Context: an optimization exercise on an open-source flow, tuned for small area. The choices shown serve that exercise and are no tape-out recipe. The RTL was checked by simulation tests, not by an equivalence proof against the original design. Power figures rest on the tool's default switching activity, not on a simulated workload.

[flow/run.sh]
#!/bin/bash
# synth_recipe.tcl (not shown) runs the flow's synth.tcl, then flattens the netlist and writes it again
# the make line also repeats each setting of config.mk as NAME=value (left out here)
make -C /OpenROAD-flow-scripts/flow DESIGN_CONFIG=/design/flow/config.mk WORK_HOME=/design/flow/orfs CLKGATE_MAP_FILE= SYNTH_SCRIPT=/design/flow/synth_recipe.tcl finish
[flow/config.mk]
export PLATFORM = sky130hd
export DESIGN_NAME = game_top
export DESIGN_NICKNAME = game_top
export VERILOG_FILES = /design/flow/design.v
export SDC_FILE = /design/flow/constraint.sdc
export NUM_CORES = 4
export LEC_CHECK = 0
export CAP_MARGIN = 20
export CORE_MARGIN = 2
export CORE_UTILIZATION = 40
export SLEW_MARGIN = 20
[flow/constraint.sdc]
create_clock -name core_clock -period 10.0 [get_ports {clk}]
set_input_delay 2.0000 -clock core_clock [delete_from_list [all_inputs] [get_ports {clk}]]
set_output_delay 2.0000 -clock core_clock [all_outputs]
set_load 0.01 [all_outputs]
[flow/design.v]
typedef logic [9:0] coord_t;
typedef logic signed [6:0] vel_t;
typedef logic [11:0] rgb_t;
typedef logic [4-1:0] coin_mask_t;
localparam int NUM_MAPS = 2;
localparam logic [NUM_MAPS*6*10-1:0] PLAT_XS = {
    10'd250, 10'd250, 10'd430, 10'd540, 10'd400, 10'd600,
    10'd400, 10'(143), 10'd350, 10'd600, 10'd250, 10'd500
};
localparam logic [NUM_MAPS*6*10-1:0] PLAT_XE = {
    10'd300, 10'd400, 10'd470, 10'd700, 10'd540, 10'd640,
    10'd500, 10'd200, 10'd450, 10'd640, 10'd290, 10'd540
};
localparam logic [NUM_MAPS*6*10-1:0] PLAT_Y = {
    10'd300, 10'd200, 10'd200, 10'd240, 10'd340, 10'd400,
    10'd250, 10'd250, 10'd350, 10'd400, 10'd300, 10'd400
};
localparam logic [NUM_MAPS*4*10-1:0] COIN_XT = {
    10'd240, 10'd430, 10'd280, 10'd620,
    10'd360, 10'd600, 10'd250, 10'd400
};
localparam logic [NUM_MAPS*4*10-1:0] COIN_YT = {
    10'd444, 10'd184, 10'd284, 10'd384,
    10'd444, 10'd384, 10'd284, 10'd184
};
function automatic coord_t plat_xs(input logic map, input int i);
    plat_xs = map ? PLAT_XS[(6 + i) * 10 +: 10] : PLAT_XS[i * 10 +: 10];
endfunction
function automatic coord_t plat_xe(input logic map, input int i);
    plat_xe = map ? PLAT_XE[(6 + i) * 10 +: 10] : PLAT_XE[i * 10 +: 10];
endfunction
function automatic coord_t plat_y(input logic map, input int i);
    plat_y = map ? PLAT_Y[(6 + i) * 10 +: 10] : PLAT_Y[i * 10 +: 10];
endfunction
function automatic coord_t coin_x(input logic map, input int i);
    coin_x = map ? COIN_XT[(4 + i) * 10 +: 10] : COIN_XT[i * 10 +: 10];
endfunction
function automatic coord_t coin_y(input logic map, input int i);
    coin_y = map ? COIN_YT[(4 + i) * 10 +: 10] : COIN_YT[i * 10 +: 10];
endfunction
function automatic logic spans_x(input coord_t xs, input coord_t xe, input coord_t x);
    spans_x = ((x + 32 > xs) && (x + 32 < xe)) ||
           ((x > xs) && (x < xe));
endfunction
function automatic logic hero_hits_side(input logic map, input coord_t x, input coord_t y);
    logic hit;
    hit = 1'b0;
    for (int i = 0; i < 6; i++) begin
        if (spans_x(plat_xs(map, i), plat_xe(map, i), x) &&
            (y + 32 > plat_y(map, i)) &&
            (y < plat_y(map, i) + 24)) begin
            hit = 1'b1;
        end
    end
    hero_hits_side = hit;
endfunction
function automatic logic hero_hits_head(input logic map, input coord_t x, input coord_t y);
    logic hit;
    hit = 1'b0;
    for (int i = 0; i < 6; i++) begin
        if (spans_x(plat_xs(map, i), plat_xe(map, i), x) &&
            (y <= plat_y(map, i) + 24) &&
            (y > plat_y(map, i))) begin
            hit = 1'b1;
        end
    end
    hero_hits_head = hit;
endfunction
function automatic logic hero_on_platform(input logic map, input coord_t x, input coord_t y);
    logic hit;
    hit = 1'b0;
    for (int i = 0; i < 6; i++) begin
        if (spans_x(plat_xs(map, i), plat_xe(map, i), x) &&
            (y + 32 >= plat_y(map, i)) &&
            (y + 32 <= plat_y(map, i) + 20)) begin
            hit = 1'b1;
        end
    end
    hero_on_platform = hit;
endfunction
function automatic coord_t platform_top_under(input logic map, input coord_t x,
                                              input coord_t y);
    coord_t top;
    top = coord_t'(460);
    for (int i = 0; i < 6; i++) begin
        if (spans_x(plat_xs(map, i), plat_xe(map, i), x) &&
            (y + 32 >= plat_y(map, i)) &&
            (y + 32 <= plat_y(map, i) + 20)) begin
            top = plat_y(map, i);
        end
    end
    platform_top_under = top;
endfunction
function automatic logic hero_touches_coin(input logic map, input int idx, input coord_t x,
                                           input coord_t y);
    hero_touches_coin = !((x + 32 <= coin_x(map, idx)) ||
             (x >= coin_x(map, idx) + 16) ||
             (y + 32 <= coin_y(map, idx)) ||
             (y >= coin_y(map, idx) + 16));
endfunction
`default_nettype none
module hero_motion
#(
    parameter int STEP_DIV = 500000
) (
    input  logic    clk,
    input  logic    rst,
    input  logic    btn_left,
    input  logic    btn_right,
    input  logic    btn_jump,
    input  logic    map_sel,
    output logic [9:0] hero_x,
    output logic [9:0] hero_y,
    output logic    step
);
typedef logic [9:0] coord_t;
typedef logic signed [6:0] vel_t;
typedef logic [11:0] rgb_t;
typedef logic [4-1:0] coin_mask_t;
localparam int NUM_MAPS = 2;
localparam logic [NUM_MAPS*6*10-1:0] PLAT_XS = {
    10'd250, 10'd250, 10'd430, 10'd540, 10'd400, 10'd600,
    10'd400, 10'(143), 10'd350, 10'd600, 10'd250, 10'd500
};
localparam logic [NUM_MAPS*6*10-1:0] PLAT_XE = {
    10'd300, 10'd400, 10'd470, 10'd700, 10'd540, 10'd640,
    10'd500, 10'd200, 10'd450, 10'd640, 10'd290, 10'd540
};
localparam logic [NUM_MAPS*6*10-1:0] PLAT_Y = {
    10'd300, 10'd200, 10'd200, 10'd240, 10'd340, 10'd400,
    10'd250, 10'd250, 10'd350, 10'd400, 10'd300, 10'd400
};
localparam logic [NUM_MAPS*4*10-1:0] COIN_XT = {
    10'd240, 10'd430, 10'd280, 10'd620,
    10'd360, 10'd600, 10'd250, 10'd400
};
localparam logic [NUM_MAPS*4*10-1:0] COIN_YT = {
    10'd444, 10'd184, 10'd284, 10'd384,
    10'd444, 10'd384, 10'd284, 10'd184
};
function automatic coord_t plat_xs(input logic map, input int i);
    plat_xs = map ? PLAT_XS[(6 + i) * 10 +: 10] : PLAT_XS[i * 10 +: 10];
endfunction
function automatic coord_t plat_xe(input logic map, input int i);
    plat_xe = map ? PLAT_XE[(6 + i) * 10 +: 10] : PLAT_XE[i * 10 +: 10];
endfunction
function automatic coord_t plat_y(input logic map, input int i);
    plat_y = map ? PLAT_Y[(6 + i) * 10 +: 10] : PLAT_Y[i * 10 +: 10];
endfunction
function automatic coord_t coin_x(input logic map, input int i);
    coin_x = map ? COIN_XT[(4 + i) * 10 +: 10] : COIN_XT[i * 10 +: 10];
endfunction
function automatic coord_t coin_y(input logic map, input int i);
    coin_y = map ? COIN_YT[(4 + i) * 10 +: 10] : COIN_YT[i * 10 +: 10];
endfunction
function automatic logic spans_x(input coord_t xs, input coord_t xe, input coord_t x);
    spans_x = ((x + 32 > xs) && (x + 32 < xe)) ||
           ((x > xs) && (x < xe));
endfunction
function automatic logic hero_hits_side(input logic map, input coord_t x, input coord_t y);
    logic hit;
    hit = 1'b0;
    for (int i = 0; i < 6; i++) begin
        if (spans_x(plat_xs(map, i), plat_xe(map, i), x) &&
            (y + 32 > plat_y(map, i)) &&
            (y < plat_y(map, i) + 24)) begin
            hit = 1'b1;
        end
    end
    hero_hits_side = hit;
endfunction
function automatic logic hero_hits_head(input logic map, input coord_t x, input coord_t y);
    logic hit;
    hit = 1'b0;
    for (int i = 0; i < 6; i++) begin
        if (spans_x(plat_xs(map, i), plat_xe(map, i), x) &&
            (y <= plat_y(map, i) + 24) &&
            (y > plat_y(map, i))) begin
            hit = 1'b1;
        end
    end
    hero_hits_head = hit;
endfunction
function automatic logic hero_on_platform(input logic map, input coord_t x, input coord_t y);
    logic hit;
    hit = 1'b0;
    for (int i = 0; i < 6; i++) begin
        if (spans_x(plat_xs(map, i), plat_xe(map, i), x) &&
            (y + 32 >= plat_y(map, i)) &&
            (y + 32 <= plat_y(map, i) + 20)) begin
            hit = 1'b1;
        end
    end
    hero_on_platform = hit;
endfunction
function automatic coord_t platform_top_under(input logic map, input coord_t x,
                                              input coord_t y);
    coord_t top;
    top = coord_t'(460);
    for (int i = 0; i < 6; i++) begin
        if (spans_x(plat_xs(map, i), plat_xe(map, i), x) &&
            (y + 32 >= plat_y(map, i)) &&
            (y + 32 <= plat_y(map, i) + 20)) begin
            top = plat_y(map, i);
        end
    end
    platform_top_under = top;
endfunction
function automatic logic hero_touches_coin(input logic map, input int idx, input coord_t x,
                                           input coord_t y);
    hero_touches_coin = !((x + 32 <= coin_x(map, idx)) ||
             (x >= coin_x(map, idx) + 16) ||
             (y + 32 <= coin_y(map, idx)) ||
             (y >= coin_y(map, idx) + 16));
endfunction
    localparam int CNT_W = (STEP_DIV > 1) ? $clog2(STEP_DIV) : 1;
    localparam coord_t REST_Y = coord_t'(460 - 32);
    logic [CNT_W-1:0] step_cnt;
    logic             cnt_wrap;
    vel_t   speed;
    logic   jumping;
    logic   on_ground;
    logic   on_platform;
    logic   supported;
    logic   block_left;
    logic   block_right;
    coord_t land_y;
    assign cnt_wrap = (step_cnt == CNT_W'(STEP_DIV - 1));
    always_ff @(posedge clk or posedge rst) begin
        if (rst) begin
            step_cnt <= '0;
            step     <= 1'b0;
        end else begin
            step <= cnt_wrap;
            if (cnt_wrap) begin
                step_cnt <= '0;
            end else begin
                step_cnt <= step_cnt + 1'b1;
            end
        end
    end
    assign on_ground   = (hero_y + 32 >= 460);
    assign on_platform = hero_on_platform(map_sel, hero_x, hero_y);
    assign supported   = on_ground || on_platform;
    assign block_left  = (hero_x <= 143) ||
                         hero_hits_side(map_sel, hero_x - 1'b1, hero_y);
    assign block_right = (hero_x + 32 >= 734) ||
                         hero_hits_side(map_sel, hero_x + 1'b1, hero_y);
    assign land_y = on_ground ? REST_Y :
        coord_t'(platform_top_under(map_sel, hero_x, hero_y) - 32);
    always_ff @(posedge clk or posedge rst) begin
        if (rst) begin
            hero_x  <= coord_t'(300);
            hero_y  <= REST_Y;
            speed   <= '0;
            jumping <= 1'b0;
        end else if (step) begin
            if (btn_left) begin
                if (!block_left) begin
                    hero_x <= hero_x - 1'b1;
                end
            end else if (btn_right && !block_right) begin
                hero_x <= hero_x + 1'b1;
            end
            if (jumping) begin
                if (speed < 0 && hero_hits_head(map_sel, hero_x, hero_y)) begin
                    speed <= '0;
                end else if (speed > 0 && supported) begin
                    jumping <= 1'b0;
                    speed   <= '0;
                    hero_y  <= land_y;
                end else begin
                    speed  <= speed + vel_t'(1);
                    hero_y <= coord_t'($signed({1'b0, hero_y}) + speed);
                end
            end else if (!supported) begin
                jumping <= 1'b1;
                speed   <= vel_t'(1);
            end else if (btn_jump) begin
                jumping <= 1'b1;
                speed   <= vel_t'(-15);
            end
        end
    end
endmodule
`default_nettype wire
`default_nettype none
module coin_tracker
(
    input  logic        clk,
    input  logic        rst,
    input  logic        map_sel,
    input  logic [9:0] hero_x,
    input  logic [9:0] hero_y,
    input  logic        step,
    output logic [4-1:0] coin_mask,
    output logic [15:0] score
);
typedef logic [9:0] coord_t;
typedef logic signed [6:0] vel_t;
typedef logic [11:0] rgb_t;
typedef logic [4-1:0] coin_mask_t;
localparam int NUM_MAPS = 2;
localparam logic [NUM_MAPS*6*10-1:0] PLAT_XS = {
    10'd250, 10'd250, 10'd430, 10'd540, 10'd400, 10'd600,
    10'd400, 10'(143), 10'd350, 10'd600, 10'd250, 10'd500
};
localparam logic [NUM_MAPS*6*10-1:0] PLAT_XE = {
    10'd300, 10'd400, 10'd470, 10'd700, 10'd540, 10'd640,
    10'd500, 10'd200, 10'd450, 10'd640, 10'd290, 10'd540
};
localparam logic [NUM_MAPS*6*10-1:0] PLAT_Y = {
    10'd300, 10'd200, 10'd200, 10'd240, 10'd340, 10'd400,
    10'd250, 10'd250, 10'd350, 10'd400, 10'd300, 10'd400
};
localparam logic [NUM_MAPS*4*10-1:0] COIN_XT = {
    10'd240, 10'd430, 10'd280, 10'd620,
    10'd360, 10'd600, 10'd250, 10'd400
};
localparam logic [NUM_MAPS*4*10-1:0] COIN_YT = {
    10'd444, 10'd184, 10'd284, 10'd384,
    10'd444, 10'd384, 10'd284, 10'd184
};
function automatic coord_t plat_xs(input logic map, input int i);
    plat_xs = map ? PLAT_XS[(6 + i) * 10 +: 10] : PLAT_XS[i * 10 +: 10];
endfunction
function automatic coord_t plat_xe(input logic map, input int i);
    plat_xe = map ? PLAT_XE[(6 + i) * 10 +: 10] : PLAT_XE[i * 10 +: 10];
endfunction
function automatic coord_t plat_y(input logic map, input int i);
    plat_y = map ? PLAT_Y[(6 + i) * 10 +: 10] : PLAT_Y[i * 10 +: 10];
endfunction
function automatic coord_t coin_x(input logic map, input int i);
    coin_x = map ? COIN_XT[(4 + i) * 10 +: 10] : COIN_XT[i * 10 +: 10];
endfunction
function automatic coord_t coin_y(input logic map, input int i);
    coin_y = map ? COIN_YT[(4 + i) * 10 +: 10] : COIN_YT[i * 10 +: 10];
endfunction
function automatic logic spans_x(input coord_t xs, input coord_t xe, input coord_t x);
    spans_x = ((x + 32 > xs) && (x + 32 < xe)) ||
           ((x > xs) && (x < xe));
endfunction
function automatic logic hero_hits_side(input logic map, input coord_t x, input coord_t y);
    logic hit;
    hit = 1'b0;
    for (int i = 0; i < 6; i++) begin
        if (spans_x(plat_xs(map, i), plat_xe(map, i), x) &&
            (y + 32 > plat_y(map, i)) &&
            (y < plat_y(map, i) + 24)) begin
            hit = 1'b1;
        end
    end
    hero_hits_side = hit;
endfunction
function automatic logic hero_hits_head(input logic map, input coord_t x, input coord_t y);
    logic hit;
    hit = 1'b0;
    for (int i = 0; i < 6; i++) begin
        if (spans_x(plat_xs(map, i), plat_xe(map, i), x) &&
            (y <= plat_y(map, i) + 24) &&
            (y > plat_y(map, i))) begin
            hit = 1'b1;
        end
    end
    hero_hits_head = hit;
endfunction
function automatic logic hero_on_platform(input logic map, input coord_t x, input coord_t y);
    logic hit;
    hit = 1'b0;
    for (int i = 0; i < 6; i++) begin
        if (spans_x(plat_xs(map, i), plat_xe(map, i), x) &&
            (y + 32 >= plat_y(map, i)) &&
            (y + 32 <= plat_y(map, i) + 20)) begin
            hit = 1'b1;
        end
    end
    hero_on_platform = hit;
endfunction
function automatic coord_t platform_top_under(input logic map, input coord_t x,
                                              input coord_t y);
    coord_t top;
    top = coord_t'(460);
    for (int i = 0; i < 6; i++) begin
        if (spans_x(plat_xs(map, i), plat_xe(map, i), x) &&
            (y + 32 >= plat_y(map, i)) &&
            (y + 32 <= plat_y(map, i) + 20)) begin
            top = plat_y(map, i);
        end
    end
    platform_top_under = top;
endfunction
function automatic logic hero_touches_coin(input logic map, input int idx, input coord_t x,
                                           input coord_t y);
    hero_touches_coin = !((x + 32 <= coin_x(map, idx)) ||
             (x >= coin_x(map, idx) + 16) ||
             (y + 32 <= coin_y(map, idx)) ||
             (y >= coin_y(map, idx) + 16));
endfunction
    localparam int IDX_W = $clog2(4);
    logic [NUM_MAPS-1:0][4-1:0] collected;
    coin_mask_t                          cur_mask;
    logic                                hit;
    logic [IDX_W-1:0]                    hit_idx;
    assign cur_mask        = collected[map_sel];
    assign coin_mask = cur_mask;
    always_comb begin
        hit     = 1'b0;
        hit_idx = '0;
        for (int i = 4 - 1; i >= 0; i--) begin
            if (!cur_mask[i] &&
                hero_touches_coin(map_sel, i, hero_x, hero_y)) begin
                hit     = 1'b1;
                hit_idx = IDX_W'(i);
            end
        end
    end
    always_ff @(posedge clk or posedge rst) begin
        if (rst) begin
            collected <= '0;
            score     <= '0;
        end else if (step && hit) begin
            collected[map_sel][hit_idx] <= 1'b1;
            score <= score + 16'd1;
        end
    end
endmodule
`default_nettype wire
`default_nettype none
module scene_render
#(
    parameter int SHIMMER_DIV = 10000000
) (
    input  logic    clk,
    input  logic    rst,
    input  logic    bright,
    input  logic [9:0] h_count,
    input  logic [9:0] v_count,
    input  logic       map_sel,
    input  logic [9:0] hero_x,
    input  logic [9:0] hero_y,
    input  logic [4-1:0] coin_mask,
    output logic [11:0] rgb
);
typedef logic [9:0] coord_t;
typedef logic signed [6:0] vel_t;
typedef logic [11:0] rgb_t;
typedef logic [4-1:0] coin_mask_t;
localparam int NUM_MAPS = 2;
localparam logic [NUM_MAPS*6*10-1:0] PLAT_XS = {
    10'd250, 10'd250, 10'd430, 10'd540, 10'd400, 10'd600,
    10'd400, 10'(143), 10'd350, 10'd600, 10'd250, 10'd500
};
localparam logic [NUM_MAPS*6*10-1:0] PLAT_XE = {
    10'd300, 10'd400, 10'd470, 10'd700, 10'd540, 10'd640,
    10'd500, 10'd200, 10'd450, 10'd640, 10'd290, 10'd540
};
localparam logic [NUM_MAPS*6*10-1:0] PLAT_Y = {
    10'd300, 10'd200, 10'd200, 10'd240, 10'd340, 10'd400,
    10'd250, 10'd250, 10'd350, 10'd400, 10'd300, 10'd400
};
localparam logic [NUM_MAPS*4*10-1:0] COIN_XT = {
    10'd240, 10'd430, 10'd280, 10'd620,
    10'd360, 10'd600, 10'd250, 10'd400
};
localparam logic [NUM_MAPS*4*10-1:0] COIN_YT = {
    10'd444, 10'd184, 10'd284, 10'd384,
    10'd444, 10'd384, 10'd284, 10'd184
};
function automatic coord_t plat_xs(input logic map, input int i);
    plat_xs = map ? PLAT_XS[(6 + i) * 10 +: 10] : PLAT_XS[i * 10 +: 10];
endfunction
function automatic coord_t plat_xe(input logic map, input int i);
    plat_xe = map ? PLAT_XE[(6 + i) * 10 +: 10] : PLAT_XE[i * 10 +: 10];
endfunction
function automatic coord_t plat_y(input logic map, input int i);
    plat_y = map ? PLAT_Y[(6 + i) * 10 +: 10] : PLAT_Y[i * 10 +: 10];
endfunction
function automatic coord_t coin_x(input logic map, input int i);
    coin_x = map ? COIN_XT[(4 + i) * 10 +: 10] : COIN_XT[i * 10 +: 10];
endfunction
function automatic coord_t coin_y(input logic map, input int i);
    coin_y = map ? COIN_YT[(4 + i) * 10 +: 10] : COIN_YT[i * 10 +: 10];
endfunction
function automatic logic spans_x(input coord_t xs, input coord_t xe, input coord_t x);
    spans_x = ((x + 32 > xs) && (x + 32 < xe)) ||
           ((x > xs) && (x < xe));
endfunction
function automatic logic hero_hits_side(input logic map, input coord_t x, input coord_t y);
    logic hit;
    hit = 1'b0;
    for (int i = 0; i < 6; i++) begin
        if (spans_x(plat_xs(map, i), plat_xe(map, i), x) &&
            (y + 32 > plat_y(map, i)) &&
            (y < plat_y(map, i) + 24)) begin
            hit = 1'b1;
        end
    end
    hero_hits_side = hit;
endfunction
function automatic logic hero_hits_head(input logic map, input coord_t x, input coord_t y);
    logic hit;
    hit = 1'b0;
    for (int i = 0; i < 6; i++) begin
        if (spans_x(plat_xs(map, i), plat_xe(map, i), x) &&
            (y <= plat_y(map, i) + 24) &&
            (y > plat_y(map, i))) begin
            hit = 1'b1;
        end
    end
    hero_hits_head = hit;
endfunction
function automatic logic hero_on_platform(input logic map, input coord_t x, input coord_t y);
    logic hit;
    hit = 1'b0;
    for (int i = 0; i < 6; i++) begin
        if (spans_x(plat_xs(map, i), plat_xe(map, i), x) &&
            (y + 32 >= plat_y(map, i)) &&
            (y + 32 <= plat_y(map, i) + 20)) begin
            hit = 1'b1;
        end
    end
    hero_on_platform = hit;
endfunction
function automatic coord_t platform_top_under(input logic map, input coord_t x,
                                              input coord_t y);
    coord_t top;
    top = coord_t'(460);
    for (int i = 0; i < 6; i++) begin
        if (spans_x(plat_xs(map, i), plat_xe(map, i), x) &&
            (y + 32 >= plat_y(map, i)) &&
            (y + 32 <= plat_y(map, i) + 20)) begin
            top = plat_y(map, i);
        end
    end
    platform_top_under = top;
endfunction
function automatic logic hero_touches_coin(input logic map, input int idx, input coord_t x,
                                           input coord_t y);
    hero_touches_coin = !((x + 32 <= coin_x(map, idx)) ||
             (x >= coin_x(map, idx) + 16) ||
             (y + 32 <= coin_y(map, idx)) ||
             (y >= coin_y(map, idx) + 16));
endfunction
    typedef enum logic [2:0] {
        PIX_BLANK,
        PIX_SKY,
        PIX_GROUND,
        PIX_PLATFORM,
        PIX_COIN,
        PIX_HERO
    } pix_class_t;
    localparam int SHIM_W = (SHIMMER_DIV > 1) ? $clog2(SHIMMER_DIV) : 1;
    logic [SHIM_W-1:0] shim_cnt;
    logic [1:0]        shim_frame;
    logic       hero_px;
    logic       ground_px;
    logic       platform_px;
    logic       coin_px;
    pix_class_t pix_class;
    pix_class_t class_q;
    rgb_t       colour;
    function automatic logic in_rect(coord_t h, coord_t v, coord_t x0, coord_t y0,
                                     int w, int ht);
        in_rect = (h >= x0) && (h < x0 + w) && (v >= y0) && (v < y0 + ht);
    endfunction
    always_ff @(posedge clk or posedge rst) begin
        if (rst) begin
            shim_cnt   <= '0;
            shim_frame <= '0;
        end else if (shim_cnt == SHIM_W'(SHIMMER_DIV - 1)) begin
            shim_cnt   <= '0;
            shim_frame <= (shim_frame == 2'd2) ? 2'd0 : shim_frame + 2'd1;
        end else begin
            shim_cnt <= shim_cnt + 1'b1;
        end
    end
    assign hero_px = in_rect(h_count, v_count, hero_x, hero_y,
                             32, 32);
    assign ground_px = (v_count >= 460) && (v_count <= 516);
    always_comb begin
        platform_px = 1'b0;
        coin_px     = 1'b0;
        for (int i = 0; i < 6; i++) begin
            if (in_rect(h_count, v_count, plat_xs(map_sel, i),
                        plat_y(map_sel, i),
                        plat_xe(map_sel, i) -
                        plat_xs(map_sel, i), 24)) begin
                platform_px = 1'b1;
            end
        end
        for (int i = 0; i < 4; i++) begin
            if (!coin_mask[i] &&
                in_rect(h_count, v_count, coin_x(map_sel, i),
                        coin_y(map_sel, i), 16, 16)) begin
                coin_px = 1'b1;
            end
        end
    end
    always_comb begin
        if (!bright)          pix_class = PIX_BLANK;
        else if (hero_px)     pix_class = PIX_HERO;
        else if (ground_px)   pix_class = PIX_GROUND;
        else if (platform_px) pix_class = PIX_PLATFORM;
        else if (coin_px)     pix_class = PIX_COIN;
        else                  pix_class = PIX_SKY;
    end
    always_comb begin
        case (class_q)
            PIX_SKY:      colour = 12'h7AF;
            PIX_GROUND:   colour = 12'h952;
            PIX_PLATFORM: colour = 12'hC73;
            PIX_HERO:     colour = 12'hE11;
            PIX_COIN: begin
                case (shim_frame)
                    2'd0:    colour = 12'hA80;
                    2'd1:    colour = 12'hDB1;
                    default: colour = 12'hFF7;
                endcase
            end
            default:      colour = '0;
        endcase
    end
    always_ff @(posedge clk or posedge rst) begin
        if (rst) begin
            class_q <= PIX_BLANK;
            rgb     <= '0;
        end else begin
            class_q <= pix_class;
            rgb     <= colour;
        end
    end
endmodule
`default_nettype wire
`default_nettype none
module game_top
#(
    parameter int STEP_DIV    = 50,
    parameter int SHIMMER_DIV = 1500
) (
    input  logic        clk,
    input  logic        rst,
    input  logic        bright,
    input  logic        btn_left,
    input  logic        btn_right,
    input  logic        btn_jump,
    input  logic        map_sel,
    input  logic [9:0] h_count,
    input  logic [9:0] v_count,
    output logic [11:0] rgb,
    output logic [15:0] score
);
typedef logic [9:0] coord_t;
typedef logic signed [6:0] vel_t;
typedef logic [11:0] rgb_t;
typedef logic [4-1:0] coin_mask_t;
localparam int NUM_MAPS = 2;
localparam logic [NUM_MAPS*6*10-1:0] PLAT_XS = {
    10'd250, 10'd250, 10'd430, 10'd540, 10'd400, 10'd600,
    10'd400, 10'(143), 10'd350, 10'd600, 10'd250, 10'd500
};
localparam logic [NUM_MAPS*6*10-1:0] PLAT_XE = {
    10'd300, 10'd400, 10'd470, 10'd700, 10'd540, 10'd640,
    10'd500, 10'd200, 10'd450, 10'd640, 10'd290, 10'd540
};
localparam logic [NUM_MAPS*6*10-1:0] PLAT_Y = {
    10'd300, 10'd200, 10'd200, 10'd240, 10'd340, 10'd400,
    10'd250, 10'd250, 10'd350, 10'd400, 10'd300, 10'd400
};
localparam logic [NUM_MAPS*4*10-1:0] COIN_XT = {
    10'd240, 10'd430, 10'd280, 10'd620,
    10'd360, 10'd600, 10'd250, 10'd400
};
localparam logic [NUM_MAPS*4*10-1:0] COIN_YT = {
    10'd444, 10'd184, 10'd284, 10'd384,
    10'd444, 10'd384, 10'd284, 10'd184
};
function automatic coord_t plat_xs(input logic map, input int i);
    plat_xs = map ? PLAT_XS[(6 + i) * 10 +: 10] : PLAT_XS[i * 10 +: 10];
endfunction
function automatic coord_t plat_xe(input logic map, input int i);
    plat_xe = map ? PLAT_XE[(6 + i) * 10 +: 10] : PLAT_XE[i * 10 +: 10];
endfunction
function automatic coord_t plat_y(input logic map, input int i);
    plat_y = map ? PLAT_Y[(6 + i) * 10 +: 10] : PLAT_Y[i * 10 +: 10];
endfunction
function automatic coord_t coin_x(input logic map, input int i);
    coin_x = map ? COIN_XT[(4 + i) * 10 +: 10] : COIN_XT[i * 10 +: 10];
endfunction
function automatic coord_t coin_y(input logic map, input int i);
    coin_y = map ? COIN_YT[(4 + i) * 10 +: 10] : COIN_YT[i * 10 +: 10];
endfunction
function automatic logic spans_x(input coord_t xs, input coord_t xe, input coord_t x);
    spans_x = ((x + 32 > xs) && (x + 32 < xe)) ||
           ((x > xs) && (x < xe));
endfunction
function automatic logic hero_hits_side(input logic map, input coord_t x, input coord_t y);
    logic hit;
    hit = 1'b0;
    for (int i = 0; i < 6; i++) begin
        if (spans_x(plat_xs(map, i), plat_xe(map, i), x) &&
            (y + 32 > plat_y(map, i)) &&
            (y < plat_y(map, i) + 24)) begin
            hit = 1'b1;
        end
    end
    hero_hits_side = hit;
endfunction
function automatic logic hero_hits_head(input logic map, input coord_t x, input coord_t y);
    logic hit;
    hit = 1'b0;
    for (int i = 0; i < 6; i++) begin
        if (spans_x(plat_xs(map, i), plat_xe(map, i), x) &&
            (y <= plat_y(map, i) + 24) &&
            (y > plat_y(map, i))) begin
            hit = 1'b1;
        end
    end
    hero_hits_head = hit;
endfunction
function automatic logic hero_on_platform(input logic map, input coord_t x, input coord_t y);
    logic hit;
    hit = 1'b0;
    for (int i = 0; i < 6; i++) begin
        if (spans_x(plat_xs(map, i), plat_xe(map, i), x) &&
            (y + 32 >= plat_y(map, i)) &&
            (y + 32 <= plat_y(map, i) + 20)) begin
            hit = 1'b1;
        end
    end
    hero_on_platform = hit;
endfunction
function automatic coord_t platform_top_under(input logic map, input coord_t x,
                                              input coord_t y);
    coord_t top;
    top = coord_t'(460);
    for (int i = 0; i < 6; i++) begin
        if (spans_x(plat_xs(map, i), plat_xe(map, i), x) &&
            (y + 32 >= plat_y(map, i)) &&
            (y + 32 <= plat_y(map, i) + 20)) begin
            top = plat_y(map, i);
        end
    end
    platform_top_under = top;
endfunction
function automatic logic hero_touches_coin(input logic map, input int idx, input coord_t x,
                                           input coord_t y);
    hero_touches_coin = !((x + 32 <= coin_x(map, idx)) ||
             (x >= coin_x(map, idx) + 16) ||
             (y + 32 <= coin_y(map, idx)) ||
             (y >= coin_y(map, idx) + 16));
endfunction
    coord_t     hero_x;
    coord_t     hero_y;
    coin_mask_t coin_mask;
    logic       step;
    hero_motion #(
        .STEP_DIV (STEP_DIV)
    ) u_hero_motion (
        .clk       (clk),
        .rst       (rst),
        .btn_left  (btn_left),
        .btn_right (btn_right),
        .btn_jump  (btn_jump),
        .map_sel   (map_sel),
        .hero_x    (hero_x),
        .hero_y    (hero_y),
        .step      (step)
    );
    coin_tracker u_coin_tracker (
        .clk       (clk),
        .rst       (rst),
        .map_sel   (map_sel),
        .hero_x    (hero_x),
        .hero_y    (hero_y),
        .step      (step),
        .coin_mask (coin_mask),
        .score     (score)
    );
    scene_render #(
        .SHIMMER_DIV (SHIMMER_DIV)
    ) u_scene_render (
        .clk       (clk),
        .rst       (rst),
        .bright    (bright),
        .h_count   (h_count),
        .v_count   (v_count),
        .map_sel   (map_sel),
        .hero_x    (hero_x),
        .hero_y    (hero_y),
        .coin_mask (coin_mask),
        .rgb       (rgb)
    );
endmodule
`default_nettype wire
==> impl_metrics.toml, run 1 <==
[synth]
syn_area_sq_um = 15390
async_flop_share_pct = 100.0
synth_ff_type = "dfrtp_1"
yosysMostFrequentCell = "ha_1"
synth_edf_count = 0
netlist.area_leader.share_pct = 17.81
ys_top_cells_by_area = "ha_1 18%, dfrtp_1 13%, a21oi_1 5.1%"
ys_ff_latch = 86
ys_warn_count = 3
synth_largest_area_cell = "ha_1"
synth.net_count = 2265
synthTopCellsByCount = "219 x ha_1, 158 x nor2_1, 156 x a21oi_1"
synth_cells = 2018
synth_seq_area_share_pct = 14.06
synth_cell_types = 113
synth_area_per_cell_sq_um = 7.624

[cts]
clock-sinks = 86
postCtsSetupBuffers = 0
root_buffer = "clkbuf_16"
tritoncts = "built"
cts.reportedPaths.clkPinSlew_ns = 0.07
cts_resized = 0
clockBufferDepth = 2
cts_hold_buf = 0
clk_latency_ns = 0.35
cts_made_buffers = 9
cts_max_level = 3

[global_routing]
antenna_found_initial = 0
grt_pass1_vias = 15612
grt_max_degree = 87
overflow = 0
grt_pass1_wl_mm = 94.05
grtUsageTotal_pct = 29.45

[sta]
post-route-min-period_ns = 6.688
clock_skew_ns = 0.009991
hold_viol = 0
fmax_mhz = 149.5
grt_setup_unrepaired = "no"
fin_tns_setup_ns = 0
max_slew_margin_pct = 20.09
setup_viol = 0
final_max_slew_viol_count = 0
worstMarginPinSlew_ns = 1.189
finalCritPeriodShare_pct = 66.88

[route]
wl_per_cell_microns = 24.09
ant_nets = 0
drt_iter0_drc = 1574
dr.pass1.iters = 6
wirelength_mm = 60.64
vias = 16360
drc_errors = 0
viasPerCell = 6.500

[worst_setup_path]
crit_slowest_cell = "nor3b_2"
cp.required_ns = 10.23
arrival_ns = 6.92
startpoint_type = "flip-flop"
path_common_cell = "ha_1"
end_kind = "flip-flop"
crit_buf_inv = 3
crit_type = "flip-flop to flip-flop"
worstPathCellList = "buf_4 > inv_1 > ha_1 > nor3b_2 > nand2_1 > nand2_1 > ha_1 > nor2_1 > o211ai_1 > and2_1 > inv_2 > ha_1 > o2111ai_1 > nand4bb_1 > nor4_1 > a21o_1 > a211oi_1 > nand3_2 > a21oi_4 > mux2_4"
worstPathMaxFanout = 28
slowest_delay_ns = 0.88
critical_path.top_delay_family = "simple AND/OR/NAND/NOR gates"

[die]
ioPinCount = 55
core-area_sq_um = 37760
rows = 71
die_x_microns = 200.1
dieHeight_microns = 200.1
initial_core_util_pct = 40.75
dieArea_sq_um = 40050

[worst_hold_path]
hp-class = "flip-flop to flip-flop"

[place]
placed_cells = 2501
io_buffers = 54
place_hpwl_mm = 45.91
gp_congestion = 1.015

[final_layout]
syn_to_final_growth_pct = 7.343
fin_nets = 2248
seqCellArea_sq_um = 2163
multi_input_comb_area_sq_um = 12260
drive_gt1_share_pct = 6.434
instances_no_fill = 2517
final.fill_count = 3877

[power_and_ir_drop]
powerDensity_nw_per_um2 = 58.24
static-leakage-power_nw = 6.873
peakVddDrop_mv = 0.07921

[outcome]
status = "complete, no violations"

[flow_run]
maxCapViolations = 0
-- power breakdown --
part	leakage (nW)	total, mW	internal, mW	switching (mW)
clock	0.138	0.319	0.170	0.149
sequential	1.08	0.356	0.353	0.00337
combinational	5.66	0.286	0.104	0.182
total	6.87	0.962	0.627	0.335
-- stage by stage --
step / power, mW / setup WS [ns] / hold slack, ns / cell area (sq um) / utilization [%]
5_1_grt: 1.011 / 3.071 / 0.4813 / 16510 / 43.74
4_1_cts: 0.9651 / 3.361 / 0.4586 / 16510 / 43.72
3_3_place_gp: 0.6444 / 3.086 / 0.4393 / 16230 / 43.00
6_report: 0.9619 / 3.312 / 0.4537 / 16520 / 43.74
3_5_place_dp: 0.6415 / 3.002 / 0.4454 / 16230 / 43.00
2_1_floorplan: 0.5426 / 3.079 / 0.4224 / 15390 / -
-- layout by cell type, fill, tap and decap left out, drive strengths merged, types with 18 or more instances in the layout --
master	synthesis	layout
ha	219	219
nor4	44	44
a211oi	32	32
o311ai	18	18
a31oi	32	32
nand4	27	27
nand2	122	122
buf	49	20
o21a	23	23
nor3	55	55
nor2b	37	37
clkdlybuf4s50	0	53
o31ai	18	18
and3	23	23
xnor2	48	48
a21oi	159	159
inv	127	127
dfrtp	77	77
o21ai	131	131
nand3	81	81
nand2b	42	42
a21o	43	43
o21bai	26	26
o211ai	28	28
nor2	158	158
-- worst paths after layout --
path	start	endpoint	slack, ns	cells after the start
worst max register to register	u_hero_motion.hero_x[0]	u_hero_motion.hero_x[9]	3.31	20
min in group asynchronous	rst	u_coin_tracker.score[2]	2.17	3
max in group asynchronous	rst	u_coin_tracker.collected[0]	7.26	3
worst min-delay path	u_coin_tracker.collected[5]	u_coin_tracker.collected[5]	0.45	1
worst min register to register	u_coin_tracker.collected[5]	u_coin_tracker.collected[5]	0.45	1
worst max-delay path	u_hero_motion.hero_x[0]	u_hero_motion.hero_x[9]	3.31	20
-- cell type report --
| class | count | share of cell area, % |
|---|---|---|
| inverters | 132 | 3.015 |
| well taps | 511 | 3.871 |
| clock inverters | 6 | 0.2879 |
| diodes | 1 | 0.01515 |
| flip-flops and latches | 86 | 13.10 |
| clock buffers | 9 | 1.364 |
| repair buffers | 73 | 4.144 |
| multi-input cells | 1699 | 74.20 |
-- flip-flops by register name, indices dropped and copies added, names as in the netlist --
| register | count |
|---|---|
| u_coin_tracker.score | 16 |
| u_scene_render.rgb | 11 |
| u_scene_render.shim_cnt | 11 |
| u_hero_motion.hero_x | 10 |
| u_hero_motion.hero_y | 10 |
| u_coin_tracker.collected | 8 |
| u_hero_motion.speed | 7 |
| u_hero_motion.step_cnt | 6 |
| u_scene_render.class_q | 3 |
| u_scene_render.shim_frame | 2 |
| u_hero_motion.jumping | 1 |
| u_hero_motion.step | 1 |
-- per-layer routing --
layer  GRT usage, %  share of wire (%)  up-vias
met3          3.580                6.2      175
met1          39.47                 44     7878
met4          15.22                5.5        0
li1               -                  -     7584
met5              0                  0        -
met2          46.45                 45      723
-- logic make-up after synthesis --
logic type	Yosys count	share of synthesized area, %
mux	28	1.984
simple gates	696	24.40
fa+ha+maj	220	17.94
flops	86	14.06
buf+inv	233	6.392
compound gates	690	31.29
xor+xnor	65	3.936
==> inputs of run 2 (changes only) <==
--- a/flow/design.v
+++ b/flow/design.v
@@ -216,14 +216,66 @@
     localparam int CNT_W = (STEP_DIV > 1) ? $clog2(STEP_DIV) : 1;
     localparam coord_t REST_Y = coord_t'(460 - 32);
+    typedef logic signed [5:0] spd_t;
     logic [CNT_W-1:0] step_cnt;
     logic             cnt_wrap;
-    vel_t   speed;
+    spd_t   speed;
     logic   jumping;
     logic   on_ground;
-    logic   on_platform;
     logic   supported;
     logic   block_left;
     logic   block_right;
+    logic   head_hit;
     coord_t land_y;
+    function automatic logic in_rng(input coord_t v, input int lo, input int hi);
+        in_rng = (int'(v) >= lo) && (int'(v) <= hi);
+    endfunction
+    function automatic logic span_at(input logic m, input int i, input coord_t x,
+                                     input int off);
+        span_at = in_rng(x, int'(plat_xs(m, i)) - 31 - off, int'(plat_xe(m, i)) - 1 - off);
+    endfunction
+    function automatic logic side_m(input logic m, input coord_t x, input coord_t y,
+                                    input int off);
+        logic hit;
+        hit = 1'b0;
+        for (int i = 0; i < 6; i++) begin
+            if (span_at(m, i, x, off) &&
+                in_rng(y, int'(plat_y(m, i)) - 31, int'(plat_y(m, i)) + 23)) begin
+                hit = 1'b1;
+            end
+        end
+        side_m = hit;
+    endfunction
+    function automatic logic head_m(input logic m, input coord_t x, input coord_t y);
+        logic hit;
+        hit = 1'b0;
+        for (int i = 0; i < 6; i++) begin
+            if (span_at(m, i, x, 0) &&
+                in_rng(y, int'(plat_y(m, i)) + 1, int'(plat_y(m, i)) + 24)) begin
+                hit = 1'b1;
+            end
+        end
+        head_m = hit;
+    endfunction
+    function automatic logic onp_m(input logic m, input coord_t x, input coord_t y);
+        logic hit;
+        hit = 1'b0;
+        for (int i = 0; i < 6; i++) begin
+            if (span_at(m, i, x, 0) &&
+                in_rng(y, int'(plat_y(m, i)) - 32, int'(plat_y(m, i)) - 12)) begin
+                hit = 1'b1;
+            end
+        end
+        onp_m = hit;
+    endfunction
+    function automatic coord_t land_m(input logic m, input coord_t y);
+        coord_t top;
+        top = '0;
+        for (int i = 0; i < 6; i++) begin
+            if (in_rng(y, int'(plat_y(m, i)) - 32, int'(plat_y(m, i)) - 12)) begin
+                top = coord_t'(plat_y(m, i) - 32);
+            end
+        end
+        land_m = top;
+    endfunction
     assign cnt_wrap = (step_cnt == CNT_W'(STEP_DIV - 1));
     always_ff @(posedge clk or posedge rst) begin
@@ -240,13 +292,16 @@
         end
     end
-    assign on_ground   = (hero_y + 32 >= 460);
-    assign on_platform = hero_on_platform(map_sel, hero_x, hero_y);
-    assign supported   = on_ground || on_platform;
+    assign on_ground   = (hero_y >= REST_Y);
+    assign supported   = on_ground ||
+                         (map_sel ? onp_m(1'b1, hero_x, hero_y) : onp_m(1'b0, hero_x, hero_y));
     assign block_left  = (hero_x <= 143) ||
-                         hero_hits_side(map_sel, hero_x - 1'b1, hero_y);
-    assign block_right = (hero_x + 32 >= 734) ||
-                         hero_hits_side(map_sel, hero_x + 1'b1, hero_y);
-    assign land_y = on_ground ? REST_Y :
-        coord_t'(platform_top_under(map_sel, hero_x, hero_y) - 32);
+                         (map_sel ? side_m(1'b1, hero_x, hero_y, -1) :
+                                    side_m(1'b0, hero_x, hero_y, -1));
+    assign block_right = (hero_x >= 734 - 32) ||
+                         (map_sel ? side_m(1'b1, hero_x, hero_y, 1) :
+                                    side_m(1'b0, hero_x, hero_y, 1));
+    assign head_hit    = map_sel ? head_m(1'b1, hero_x, hero_y) : head_m(1'b0, hero_x, hero_y);
+    assign land_y      = on_ground ? REST_Y :
+                         (map_sel ? land_m(1'b1, hero_y) : land_m(1'b0, hero_y));
     always_ff @(posedge clk or posedge rst) begin
         if (rst) begin
@@ -264,5 +319,5 @@
             end
             if (jumping) begin
-                if (speed < 0 && hero_hits_head(map_sel, hero_x, hero_y)) begin
+                if (speed < 0 && head_hit) begin
                     speed <= '0;
                 end else if (speed > 0 && supported) begin
@@ -271,13 +326,13 @@
                     hero_y  <= land_y;
                 end else begin
-                    speed  <= speed + vel_t'(1);
-                    hero_y <= coord_t'($signed({1'b0, hero_y}) + speed);
+                    speed  <= speed + spd_t'(1);
+                    hero_y <= hero_y + {{4{speed[5]}}, speed};
                 end
             end else if (!supported) begin
                 jumping <= 1'b1;
-                speed   <= vel_t'(1);
+                speed   <= spd_t'(1);
             end else if (btn_jump) begin
                 jumping <= 1'b1;
-                speed   <= vel_t'(-15);
+                speed   <= spd_t'(-15);
             end
         end
@@ -404,4 +459,14 @@
     assign cur_mask        = collected[map_sel];
     assign coin_mask = cur_mask;
+    function automatic logic in_rng(input coord_t v, input int lo, input int hi);
+        in_rng = (int'(v) >= lo) && (int'(v) <= hi);
+    endfunction
+    function automatic logic touch_m(input logic m, input int i, input coord_t x,
+                                     input coord_t y);
+        touch_m = in_rng(x, int'(coin_x(m, i)) - 32 + 1,
+                         int'(coin_x(m, i)) + 16 - 1) &&
+                  in_rng(y, int'(coin_y(m, i)) - 32 + 1,
+                         int'(coin_y(m, i)) + 16 - 1);
+    endfunction
     always_comb begin
         hit     = 1'b0;
@@ -409,5 +474,6 @@
         for (int i = 4 - 1; i >= 0; i--) begin
             if (!cur_mask[i] &&
-                hero_touches_coin(map_sel, i, hero_x, hero_y)) begin
+                (map_sel ? touch_m(1'b1, i, hero_x, hero_y) :
+                            touch_m(1'b0, i, hero_x, hero_y))) begin
                 hit     = 1'b1;
                 hit_idx = IDX_W'(i);
@@ -575,26 +641,41 @@
         end
     end
-    assign hero_px = in_rect(h_count, v_count, hero_x, hero_y,
-                             32, 32);
-    assign ground_px = (v_count >= 460) && (v_count <= 516);
-    always_comb begin
-        platform_px = 1'b0;
-        coin_px     = 1'b0;
+    function automatic logic in_rng(input coord_t v, input int lo, input int hi);
+        in_rng = (int'(v) >= lo) && (int'(v) <= hi);
+    endfunction
+    function automatic logic plat_px_m(input logic m, input coord_t h, input coord_t v);
+        logic hit;
+        hit = 1'b0;
         for (int i = 0; i < 6; i++) begin
-            if (in_rect(h_count, v_count, plat_xs(map_sel, i),
-                        plat_y(map_sel, i),
-                        plat_xe(map_sel, i) -
-                        plat_xs(map_sel, i), 24)) begin
-                platform_px = 1'b1;
+            if (in_rng(h, int'(plat_xs(m, i)), int'(plat_xe(m, i)) - 1) &&
+                in_rng(v, int'(plat_y(m, i)), int'(plat_y(m, i)) + 24 - 1)) begin
+                hit = 1'b1;
             end
         end
+        plat_px_m = hit;
+    endfunction
+    function automatic logic coin_px_m(input logic m, input coin_mask_t mask,
+                                       input coord_t h, input coord_t v);
+        logic hit;
+        hit = 1'b0;
         for (int i = 0; i < 4; i++) begin
-            if (!coin_mask[i] &&
-                in_rect(h_count, v_count, coin_x(map_sel, i),
-                        coin_y(map_sel, i), 16, 16)) begin
-                coin_px = 1'b1;
+            if (!mask[i] &&
+                in_rng(h, int'(coin_x(m, i)), int'(coin_x(m, i)) + 16 - 1) &&
+                in_rng(v, int'(coin_y(m, i)), int'(coin_y(m, i)) + 16 - 1)) begin
+                hit = 1'b1;
             end
         end
-    end
+        coin_px_m = hit;
+    endfunction
+    logic [10:0] hero_dh;
+    logic [10:0] hero_dv;
+    assign hero_dh = {1'b0, h_count} - {1'b0, hero_x};
+    assign hero_dv = {1'b0, v_count} - {1'b0, hero_y};
+    assign hero_px = (hero_dh[10:5] == '0) && (hero_dv[10:5] == '0);
+    assign ground_px = (v_count >= 460) && (v_count <= 516);
+    assign platform_px = map_sel ? plat_px_m(1'b1, h_count, v_count) :
+                                   plat_px_m(1'b0, h_count, v_count);
+    assign coin_px     = map_sel ? coin_px_m(1'b1, coin_mask, h_count, v_count) :
+                                   coin_px_m(1'b0, coin_mask, h_count, v_count);
     always_comb begin
         if (!bright)          pix_class = PIX_BLANK;
==> impl_metrics.toml, run 2 <==
[power_and_ir_drop]
pwr-share-clk_pct = 42.1
powerDensity_nw_per_um2 = 83.05
p_sw_mw = 0.2180
p_seq_share_pct = 44.7
p_comb_share_pct = 13.1
p_sw_share_pct = 27.58
intPower_mw = 0.5724
peakVddDrop_mv = 0.06815
static-leakage-power_nw = 3.768

[sta]
clock_skew_ns = 0.01029
post-route-min-period_ns = 5.082
fin_hold_ws_ns = 0.4611
worstMarginPinSlew_ns = 1.044
hold_viol = 0
fin_tns_setup_ns = 0
setup_viol = 0
setup_slack_ns = 4.918
final_max_slew_viol_count = 0
max_slew_margin_pct = 29.94
grt_setup_unrepaired = "no"
finalCritPeriodShare_pct = 50.82
fmax_mhz = 196.8

[synth]
synth_largest_area_cell = "dfrtp_1"
synth_area_per_cell_sq_um = 7.865
syn_area_sq_um = 8707
ys_ff_latch = 85
synth_ff_type = "dfrtp_1"
async_flop_share_pct = 100.0
netlist.area_leader.share_pct = 21.84
synth.net_count = 1179
synthTopCellsByCount = "105 x nor2_1, 89 x nand2_1, 76 x dfrtp_1"
synth_seq_area_share_pct = 24.56
yosysMostFrequentCell = "nor2_1"
ys_top_cells_by_area = "dfrtp_1 22%, ha_1 6.2%, nor2_1 4.5%"
synth_edf_count = 0
synth_cells = 1107
ys_warn_count = 3
synth_cell_types = 105

[final_layout]
instances_no_fill = 1384
regMostFlops = "u_coin_tracker.score"
final_common_cell = "nor2_1"
post-route-util_pct = 44.85
largest_reg_flops = 16
final_cell_mix = "105 x nor2_1, 89 x nand2_1, 76 x dfrtp_1, 70 x a21oi_1, 67 x o21ai_0"
drive_gt1_share_pct = 7.484
syn_to_final_growth_pct = 9.297
top_regs = "u_coin_tracker.score: 16 flops, u_scene_render.rgb: 11 flops, u_scene_render.shim_cnt: 11 flops"
diodes = 0
fin_nets = 1176

[cts]
cts.reportedPaths.clkPinSlew_ns = 0.07
cts_hold_buf = 0
root_buffer = "clkbuf_16"
cts_max_level = 3
clk_latency_ns = 0.35
cts_made_buffers = 9
tritoncts = "built"
cts_resized = 0
clock-sinks = 85
clockBufferDepth = 2
postCtsSetupBuffers = 0

[route]
wl_per_cell_microns = 19.59
drt_iter0_drc = 1078
drc_errors = 0
vias = 8812
viasPerCell = 6.367
wirelength_mm = 27.11
dr.pass1.iters = 6
ant_nets = 0

[die]
core-area_sq_um = 21220
ioPinCount = 55
rows = 53
dieArea_sq_um = 22960
die_x_microns = 151.5
dieHeight_microns = 151.5
initial_core_util_pct = 41.03

[global_routing]
grtUsageTotal_pct = 24.08
grt_pass1_wl_mm = 44.09
antenna_found_initial = 0
overflow = 0
grt_max_degree = 58
grt_pass1_vias = 8127

[worst_setup_path]
crit_type = "primary input to flip-flop"
startpoint_type = "primary input"
end_kind = "flip-flop"
arrival_ns = 5.38
cp.required_ns = 10.29
worstPathMaxFanout = 26

[place]
place_hpwl_mm = 19.63
placed_cells = 1368
dpl_worst_slack_ns = 4.554
gp_congestion = 0.9961
io_buffers = 54

[flow_run]
maxCapViolations = 0

[worst_hold_path]
hp-class = "flip-flop to flip-flop"

[outcome]
status = "complete, no violations"
==> run 2: metrics by stage <==
| step | power, mW | area (sq um) |
|---|---|---|
| 6_report | 0.7904 | 9517 |
| 5_1_grt | 0.8266 | 9517 |
| 4_1_cts | 0.8002 | 9517 |
| 3_5_place_dp | 0.4641 | 9224 |
| 3_3_place_gp | 0.4638 | 9224 |
| 2_1_floorplan | 0.4237 | 8707 |
==> run 2: logic make-up after synthesis <==
kind of cell | Yosys count | synth area share, %
compound gates | 345 | 27.60
xor+xnor | 48 | 4.828
fa+ha+maj | 45 | 6.639
buf+inv | 115 | 6.351
flops | 85 | 24.56
mux | 16 | 1.969
simple gates | 453 | 28.05
==> run 2: cell type report <==
class                      instances  area (sq um)
clock buffer                      10         239.0
clock inverter                     6         53.80
fill                            2151         11700
inverter                          45         170.2
multi-input combinational        907          6016
sequential                        85          2138
tap                              275         344.1
timing repair buffer              56         555.5
==> run 2: worst paths after layout <==
path	from	to	slack [ns]	cells past startpoint
worst max-delay path	map_sel	u_coin_tracker.collected[1]	4.92	9
worst min-delay path	u_coin_tracker.collected[7]	u_coin_tracker.collected[7]	0.46	1
worst max register to register	u_hero_motion.hero_x[9]	u_coin_tracker.collected[1]	6.10	9
worst min register to register	u_coin_tracker.collected[7]	u_coin_tracker.collected[7]	0.46	1
max in group asynchronous	rst	u_hero_motion.step_cnt[3]	6.90	3
min in group asynchronous	rst	u_coin_tracker.score[11]	1.98	2
==> run 2: critical path: stages <==
cell and delay, ns:
clkdlybuf4s50_1 1.16, mux2i_1 0.49, nor3b_1 0.32, o211a_4 0.26
nor2_1 0.06, ha_1 0.21, ha_1 0.21, nor3b_1 0.44
a31o_2 0.22
==> run 2: power groups by stage <==
stage	sequential, mW	clock [mW]	combinational, mW
after floorplan	0.361	0	0.0632
after global placement	0.360	0	0.104
after detailed placement	0.360	0	0.104
after CTS	0.354	0.342	0.105
after global routing	0.354	0.356	0.116
final	0.354	0.333	0.104
==> run 2: layer usage <==
layer  vias up  routed length [microns]  global-route usage (%)
met2       451                    11350                   34.62
li1       4172                        -                       -
met5         -                        0                       0
met4         0                      965                   8.380
met1      4116                    12370                   35.23
met3        73                     2416                   5.479

afterwards: timing with drivers on the ports:
The flow's constraints put no driver on any port. The routed layouts listed below were extracted and timed again, unchanged, in two steps. Step 1: set_driving_cell puts a clkbuf_16 on clk and a buf_2 on each other input, an assumption about the parent block. Step 2 also shifts input and output timing later by t, the mid clock arrival at the registers, as if the neighbouring blocks saw the same clock. Slacks: ideal / step 1 / step 2; pairs: ideal / step 1.
run	t, ns	setup slack, ns	worst setup path at the end	clock arrival spread, ns	worst data-port slew with drivers (ns)
run 1	0.391	3.312 / 3.312 / 3.060	input to register	0.011 / 0.011	0.04
run 2	0.391	4.918 / 4.911 / 4.521	input to register	0.011 / 0.011	0.05
After both steps every run listed still meets setup and hold. For run 2, which loses most, drivers alone change the setup slack by -0.007 ns; drivers and shift together by -0.397 ns.
